What follows belongs to an exercise in optimizing a design on an open flow for small area; a production flow would make more cautious choices.
Only simulation tests tie the RTL to the original design; equivalence was not proved.
Power is estimated from default activity; no workload was simulated.

## design/flow/config.mk

```make
export PLATFORM = sky130hd
export DESIGN_NAME = pe_debug_top
export DESIGN_NICKNAME = pe_debug_top
export VERILOG_FILES = /design/flow/design.v
export SDC_FILE = /design/flow/constraint.sdc
export NUM_CORES = 4
export LEC_CHECK = 0
export CAP_MARGIN = 20
export CORE_MARGIN = 2
export CORE_UTILIZATION = 40
export SLEW_MARGIN = 20
```

## design/flow/constraint.sdc

```tcl
create_clock -name core_clock -period 5.0 [get_ports {i_clk}]
set_input_delay 1.0000 -clock core_clock [delete_from_list [all_inputs] [get_ports {i_clk}]]
set_output_delay 1.0000 -clock core_clock [all_outputs]
set_load 0.01 [all_outputs]
```

## design/flow/design.v

```verilog
`timescale 1ns/10ps
package dbg_pkg;
  localparam int NUM_PE  = 3;
  localparam int NUM_CNT = 11;
  typedef logic [19:0]       bus_addr_t;
  typedef logic [31:0]       bus_data_t;
  typedef logic [31:0]       cnt_t;
  typedef logic [3:0]        region_t;
  typedef logic [2:0]        offset_t;
  typedef logic [5:0]        reg_id_t;
  typedef logic [8:0]        pe_irq_t;
  typedef logic [3:0]        ready_t;
  typedef logic [3:0]        state_nib_t;
  typedef logic [6:0]        usedw7_t;
  typedef logic [29:0]       usedw30_t;
  typedef logic [NUM_PE-1:0] pe_vec_t;
  localparam region_t REGION_IRQ  = 4'd6;
  localparam region_t REGION_PKT  = 4'd7;
  localparam region_t REGION_DMA  = 4'd8;
  localparam region_t REGION_CORE = 4'd10;
  localparam logic [3:0] CNT_RX_TOTAL = 4'd0;
  localparam logic [3:0] CNT_RX_DMA   = 4'd1;
  localparam logic [3:0] CNT_RX_DRA   = 4'd2;
  localparam logic [3:0] CNT_RX_CONF  = 4'd3;
  localparam logic [3:0] CNT_MUX_DRA  = 4'd4;
  localparam logic [3:0] CNT_MUX_DMA  = 4'd5;
  localparam logic [3:0] CNT_MUX_CONF = 4'd6;
  localparam logic [3:0] CNT_DIST_PE0 = 4'd7;
  localparam logic [3:0] CNT_DIST_PE1 = 4'd8;
  localparam logic [3:0] CNT_DIST_PE2 = 4'd9;
  typedef enum logic [1:0] {
    IDLE,
    PROBE_WAIT,
    RESP_ACK,
    WAIT_END
  } bus_state_e;
endpackage
`timescale 1ns/10ps
`timescale 1ns/10ps
`timescale 1ns/10ps
`timescale 1ns/10ps
`timescale 1ns/10ps
module pe_debug_top (
  input  logic                i_clk,
  input  logic                i_rst_n,
  input  logic                i_cs,
  input  logic                i_wr_rd,
  input  dbg_pkg::bus_addr_t  i_addr,
  input  dbg_pkg::bus_data_t  i_wdata,
  output logic                o_ack_n,
  output dbg_pkg::bus_data_t  o_rdata,
  input  dbg_pkg::ready_t     i_rx_inc,
  input  logic                i_mux_inc_dra,
  input  logic                i_mux_inc_dma,
  input  logic                i_mux_inc_conf,
  input  dbg_pkg::pe_vec_t    i_dist_inc,
  input  dbg_pkg::ready_t     i_peri_ready,
  input  dbg_pkg::pe_irq_t    i_pe_irq0,
  input  dbg_pkg::pe_irq_t    i_pe_irq1,
  input  dbg_pkg::pe_irq_t    i_pe_irq2,
  input  dbg_pkg::state_nib_t i_mux_state,
  input  dbg_pkg::usedw7_t    i_usedw_dma,
  input  dbg_pkg::usedw7_t    i_usedw_dra,
  input  dbg_pkg::usedw7_t    i_usedw_conf,
  input  logic                i_dist_state,
  input  dbg_pkg::state_nib_t i_out_state,
  input  dbg_pkg::pe_vec_t    i_dma_alf,
  input  dbg_pkg::usedw30_t   i_usedw_dmawr,
  input  dbg_pkg::usedw30_t   i_usedw_pbufrd,
  input  dbg_pkg::bus_data_t  i_pe_reg_value0,
  input  dbg_pkg::bus_data_t  i_pe_reg_value1,
  input  dbg_pkg::bus_data_t  i_pe_reg_value2,
  input  dbg_pkg::bus_data_t  i_pc0,
  input  dbg_pkg::bus_data_t  i_pc1,
  input  dbg_pkg::bus_data_t  i_pc2,
  output dbg_pkg::reg_id_t    o_pe_reg_id0,
  output dbg_pkg::reg_id_t    o_pe_reg_id1,
  output dbg_pkg::reg_id_t    o_pe_reg_id2
);
  localparam int NC = 10;
  localparam int LW = 6;
  localparam int UW = 32 - LW;
  logic [2:0] st_q;
  logic       ack_q;      
  logic       idle;
  logic       accept;
  dbg_pkg::region_t region;
  dbg_pkg::offset_t off;
  logic             is_core;
  assign region  = i_addr[19:16];
  assign off     = i_addr[2:0];
  assign is_core = (region == dbg_pkg::REGION_CORE);
  assign idle    = (st_q == 3'd0) && !ack_q;
  assign accept  = idle && !i_cs;
  always_ff @(posedge i_clk or negedge i_rst_n) begin
    if (!i_rst_n) begin
      st_q  <= 3'd0;
      ack_q <= 1'b0;
    end else begin
      case (st_q)
        3'd0: begin
          if (accept) st_q <= (is_core && !i_wr_rd) ? 3'd1 : 3'd4;
          if (ack_q && i_cs) ack_q <= 1'b0;
        end
        3'd4: begin
          st_q  <= 3'd0;
          ack_q <= 1'b1;
        end
        default: st_q <= st_q + 3'd1;
      endcase
    end
  end
  assign o_ack_n = !ack_q;
  dbg_pkg::reg_id_t reg_id_q;
  always_ff @(posedge i_clk or negedge i_rst_n) begin
    if (!i_rst_n) begin
      reg_id_q <= '0;
    end else if (accept && is_core && !i_wr_rd) begin
      reg_id_q <= i_addr[13:8];
    end
  end
  assign o_pe_reg_id0 = reg_id_q;
  assign o_pe_reg_id1 = reg_id_q;
  assign o_pe_reg_id2 = reg_id_q;
  dbg_pkg::bus_data_t probe_word;
  always_comb begin
    case (off)
      3'd0:    probe_word = i_pe_reg_value0;
      3'd1:    probe_word = i_pe_reg_value1;
      3'd2:    probe_word = i_pe_reg_value2;
      3'd4:    probe_word = i_pc0;
      3'd5:    probe_word = i_pc1;
      3'd6:    probe_word = i_pc2;
      default: probe_word = '0;
    endcase
  end
  logic [NC-1:0] asel;       
  logic [NC-1:0] ev;
  logic [NC-1:0] grant;
  logic [NC-1:0] sel;
  logic [NC-1:0] wr;
  logic          acc_cnt;
  logic          wr_any;
  logic [LW-1:0] lo_q [NC];
  logic [UW-1:0] up_q [NC];
  logic [NC-1:0] pend_q;
  logic [NC-1:0] vld_q;
  logic [LW-1:0] m_lo;
  logic [UW-1:0] m_up;
  logic          m_pend;
  logic          m_vld;
  logic [UW-1:0] up_inc;
  logic [UW-1:0] up_bus;
  assign ev = {i_dist_inc, i_mux_inc_conf, i_mux_inc_dma, i_mux_inc_dra, i_rx_inc};
  always_comb begin
    asel = '0;
    if (region == dbg_pkg::REGION_PKT) begin
      case (off)
        3'd6:    ;
        3'd7:    asel[6] = 1'b1;
        default: asel[off] = 1'b1;
      endcase
    end else if (region == dbg_pkg::REGION_DMA) begin
      case (off)
        3'd0: asel[7] = 1'b1;
        3'd1: asel[8] = 1'b1;
        3'd2: asel[9] = 1'b1;
        default: ;
      endcase
    end
  end
  assign acc_cnt = accept && (asel != '0);
  assign wr_any  = acc_cnt && i_wr_rd;
  assign wr      = wr_any ? asel : '0;
  assign grant   = pend_q & ~(pend_q - NC'(1));
  assign sel     = acc_cnt ? asel : grant;
  always_comb begin
    m_lo   = '0;
    m_up   = '0;
    m_pend = 1'b0;
    m_vld  = 1'b0;
    for (int k = 0; k < NC; k++) begin
      m_lo   = m_lo   | (lo_q[k] & {LW{sel[k]}});
      m_up   = m_up   | (up_q[k] & {UW{sel[k]}});
      m_pend = m_pend | (pend_q[k] & sel[k]);
      m_vld  = m_vld  | (vld_q[k] & sel[k]);
    end
  end
  assign up_inc = (m_up & {UW{m_vld}}) + UW'(m_pend);
  assign up_bus = wr_any ? i_wdata[31:LW] : up_inc;
  for (genvar k = 0; k < NC; k++) begin : g_cnt
    always_ff @(posedge i_clk or negedge i_rst_n) begin
      if (!i_rst_n) begin
        lo_q[k]   <= '0;
        pend_q[k] <= 1'b0;
        vld_q[k]  <= 1'b0;
      end else begin
        if (wr[k]) begin
          lo_q[k] <= i_wdata[LW-1:0];
        end else if (ev[k]) begin
          lo_q[k] <= lo_q[k] + LW'(1);
        end
        pend_q[k] <= !wr[k] && ((ev[k] && (&lo_q[k])) || (pend_q[k] && !sel[k]));
        if (sel[k]) begin
          vld_q[k] <= 1'b1;
        end
      end
    end
    always_ff @(posedge i_clk) begin
      if (sel[k]) begin
        up_q[k] <= up_bus;
      end
    end
  end
  dbg_pkg::bus_data_t word;
  always_comb begin
    word = '0;
    case (region)
      dbg_pkg::REGION_IRQ: word = {11'b0, i_peri_ready, i_pe_irq0, i_pe_irq1, i_pe_irq2};
      dbg_pkg::REGION_PKT: begin
        if (off == 3'd6) begin
          word = {4'b0, i_mux_state, 1'b0, i_usedw_dma,
                  1'b0, i_usedw_dra, 1'b0, i_usedw_conf};
        end else begin
          word = {up_inc, m_lo};
        end
      end
      dbg_pkg::REGION_DMA: begin
        case (off)
          3'd0, 3'd1, 3'd2: word = {up_inc, m_lo};
          3'd3: word = {15'b0, i_dist_state, 4'b0, i_out_state, 5'b0, i_dma_alf};
          3'd6: word = {2'b0, i_usedw_dmawr};
          3'd7: word = {2'b0, i_usedw_pbufrd};
          default: word = '0;
        endcase
      end
      dbg_pkg::REGION_CORE: word = i_wr_rd ? '0 : probe_word;
      default: word = '0;
    endcase
  end
  always_ff @(posedge i_clk) begin
    if (idle || st_q == 3'd2) begin
      o_rdata <= word;
    end
  end
endmodule
```

## design/flow/flow/run.sh

```bash
#!/bin/bash
# Standard layout, but the port buffers are plain buf_1 cells instead of the
# delay buffers buffer_ports picks by default.
set -euo pipefail
export BUFFER_PORTS_ARGS="-buffer_cell sky130_fd_sc_hd__buf_1"
bash standard.sh > standard_flow.log 2>&1
```

## design/flow/standard.sh

```bash
#!/bin/bash
# synth_recipe.tcl (not shown) runs the flow's synth.tcl, then flattens the netlist and writes it again
# the make line also repeats each setting of config.mk as NAME=value (left out here)
make -C /OpenROAD-flow-scripts/flow DESIGN_CONFIG=/design/flow/config.mk WORK_HOME=/design/flow/orfs CLKGATE_MAP_FILE= SYNTH_SCRIPT=/design/flow/synth_recipe.tcl "${@:-finish}"
```

==> run_results.csv <==
group,metric,value,unit
floorplanning,die_h,236,um
setup_path,required,5.31,ns
power_and_ir_drop,power.share.clock,15.4,%
timing,rsz0062_at_grt,"true",
timing,period_needed,4.92,ns
global_route,grt_pass1_wl,156000,um
setup_path,worst_ep_arrival_time,5.23,ns
clock_network,clock-sinks,382,
synth,syn-instance-count,1971,
timing,setup_ws,0.0803,ns
placed_design,placed_area,0.0268,sq mm
global_route,antenna_found_initial,20,
synth,synth_area,0.0215,sq mm
global_route,grt_max_degree,70,
global_route,grt_pass1_vias,21332,
route,drtAntennaViolNets,0,
cells_and_area,drive_gt1_share,23.8,%
route,drc,0,
clock_network,cts.reportedPaths.clkPinSlew,0.06,ns
clock_network,htree_levels,2,
floorplanning,dieArea,0.0556,sq mm
placed_design,place_congestion,1.05,
setup_path,path_max_fanout,6,
floorplanning,ios,433,
synth,async_flop_share,23.6,%
synth,synth_top_area_share,40.8,%
clock_network,numCtsBuffers,42,
synth,ys_types,117,
timing,max_slew_margin,15.6,%
route,wl_per_cell,32.6,um
timing,setup_viol,0,
synth,synth_common_cells,"edfxtp_1, nand2_1, nor2_1",
route,vias,22045,
timing,period_share,98.4,%
route,drt-pass1-iter-count,8,
synth,synth_flop_cell,"edfxtp_1",
global_route,grt_usage,39.3,%
synth,synth_most_common_cell,"edfxtp_1",
placed_design,dp.cells,3321,
power_and_ir_drop,power_frac_seq,31.9,%
floorplanning,initial_core_util,40.6,%
power_and_ir_drop,powerDensity,724,mW/mm^2
clock_network,clock_latency,0.58,ns
timing,hold_violations,0,
synth,yosysWarnings,3,
setup_path,cp-start-kind,"input pin",
synth,syn_area_per_cell,10.9,sq um
power_and_ir_drop,cellLeakagePower,0.0104,uW
hold_path,worst_hold_path_type,"input pin to async pin",
placed_design,dp_hpwl,86700,um
setup_path,crit_type,"input pin to register",
outcome,status,"timing/DRC/antenna clean",
cells_and_area,synthToLayoutAreaGrowth,33.1,%
route,drt_iter0_drc,3235,
synth,yosysSeqAreaShare,51.3,%
route,avgViaCountPerCell,6.44,
timing,whs,0.323,ns
placed_design,port_buffers,425,
floorplanning,die_w,236,um
synth,yosysTopAreaCell,"edfxtp_1",
cells_and_area,nets,3091,
power_and_ir_drop,p_switching,8860,uW
setup_path,worstSetupEndpointType,"register",
synth,synth-seq-cells,382,
timing,drv_slew,0,
job,drv_cap,0,
timing,worst_pin_slew,1.27,ns
power_and_ir_drop,combPwrFrac,52.7,%
synth,synth_fp_nets,2374,
synth,synth_edf_count,292,
timing,fmax,203,MHz
floorplanning,row_count,84,
cells_and_area,final_area,0.0286,sq mm
power_and_ir_drop,ir_worst_vdd,0.000438,V
floorplanning,coreArea,0.0529,sq mm
cells_and_area,fin_cells,3423,
clock_network,cts_hold_buf,0,
placed_design,place_ws,-0.738,ns
clock_network,cts_buffer_depth,3,
power_and_ir_drop,swShare,42.8,%
global_route,grt_overflow_total,0,
timing,finClkSkew,0.0102,ns
clock_network,cts-root-buf,"clkbuf_16",
power_and_ir_drop,intPower,11800,uW
synth,synth_area_leaders,"edfxtp_1, dfrtp_1, a22oi_1",
clock_network,cts_tree,"done",
power_and_ir_drop,fin_total_pwr,20700,uW
route,wl,112000,um
## registers in the layout (all words and copies together) (netlist names)
register	cells
up_q	260
o_rdata	32
ack_q	1
pend_q	10
lo_q	60
reg_id_q	6
st_q	3
vld_q	10
## power by group through the flow
stage               sequential, uW  clock [uW]  combinational, uW
finish                        6600        3180              10900
global route                  6690        3350              11400
CTS                           6560        3210              10400
detailed placement            6600           0              10300
global placement              6580           0              10200
floorplan                     6390           0               5040
## critical path: stages
cell,delay [ns]
clkbuf_2,0.13
inv_2,0.06
ha_4,0.16
ha_4,0.23
or4_4,0.43
a211oi_4,0.32
buf_4,0.18
o21ai_4,0.09
and4_4,0.21
or2_4,0.25
a22o_1,0.21
a221oi_2,0.23
a31oi_2,0.17
ha_4,0.21
ha_4,0.19
o311ai_4,0.09
or2_1,0.20
buf_6,0.14
buf_4,0.12
nor3_4,0.04
xor2_2,0.21
mux2_4,0.34
## layout by cell type (no fill, tap or decap), drive strengths merged, types with 60 or more instances in the layout
| cell type | n |
|---|---|
| nand2 | 175 |
| a22oi | 119 |
| dfrtp | 90 |
| a222oi | 80 |
| a22o | 60 |
| nor2 | 131 |
| o21ai | 114 |
| edfxtp | 292 |
| a21oi | 109 |
| buf | 835 |
## layer usage
metal,share of wire [%],up-vias,track usage (%)
met5,0.048,-,0
met4,7.4,8,24.2
met3,11,350,9.45
met2,44,1568,59.7
met1,38,10780,50.7
li1,-,9339,-
## cell families after synthesis
logic type / Yosys count / share of synthesized area [%]
simple gates: 593 / 14.8
flops: 382 / 51.3
compound gates: 692 / 24.4
xor+xnor: 64 / 2.61
mux: 27 / 1.34
fa+ha+maj: 21 / 1.22
buf+inv: 192 / 4.29
## metrics by stage
step,util [%],setup TNS (ns)
after floorplan,-,-77.19
after global placement,50.7,-137.31
after detailed placement,50.7,-142.79
after CTS,53.5,0
after global routing,54.0,-0.405
final,54.1,0
## final cells by class
cell class	count	area, sq um
Inverter	25	108
Antenna cell	15	37.5
Sequential cell	382	11000
Tap cell	688	861
Clock inverter	28	290
Timing Repair Buffer	839	5010
Clock buffer	48	1090
Fill cell	4745	24300
Multi-Input combinational cell	1398	10200
## repair_timing
action,in CTS,in global routing
cloned,0,1
setup buffers,2,6
endpoints found under the hold margin,0,0
gates resized for setup,12,37
pin swaps,4,13
setup endpoints to repair,115,248
## worst paths after layout
path / from / endpoint / slack, ns / depth (start not counted)
setup reg to reg: pend_q[2]$_DFF_PN0_ / up_q[7][21]$_DFFE_PP_ / 0.13 / 15
setup / recovery: i_addr[1] / up_q[7][10]$_DFFE_PP_ / 0.08 / 22
hold / removal: i_rst_n / lo_q[9][0]$_DFFE_PN0P_ / 0.32 / 1
max in group asynchronous: i_rst_n / st_q[1]$_DFFE_PN0P_ / 4.08 / 2
min in group core_clock: vld_q[1]$_DFFE_PN0N_ / vld_q[1]$_DFFE_PN0N_ / 0.48 / 2
hold reg to reg: vld_q[1]$_DFFE_PN0N_ / vld_q[1]$_DFFE_PN0N_ / 0.48 / 2

## re-timing with driven ports
No port has a modelled driver above. Below, the same layout with a new extraction and two added sets of constraints. Step 1: set_driving_cell puts a clkbuf_16 on i_clk and a buf_2 on each other input, an assumption about the parent block. Step 2 moves the port delays by t, midway between the first and last clock arrival at a register: inputs arrive t later, outputs are due t later. That takes back most of the time a late clock gives input paths. a / b / c = ideal / step 1 / step 2; a / b = the first two.
t, ns: 0.642
slack for setup (ns): 0.080 / 0.097 / -0.545
worst setup path after step 2: input to register
Met with ideal ports but missed after step 2: setup timing in this run. For this run, drivers alone change the setup slack by +0.017 ns; drivers and shift together by -0.625 ns.
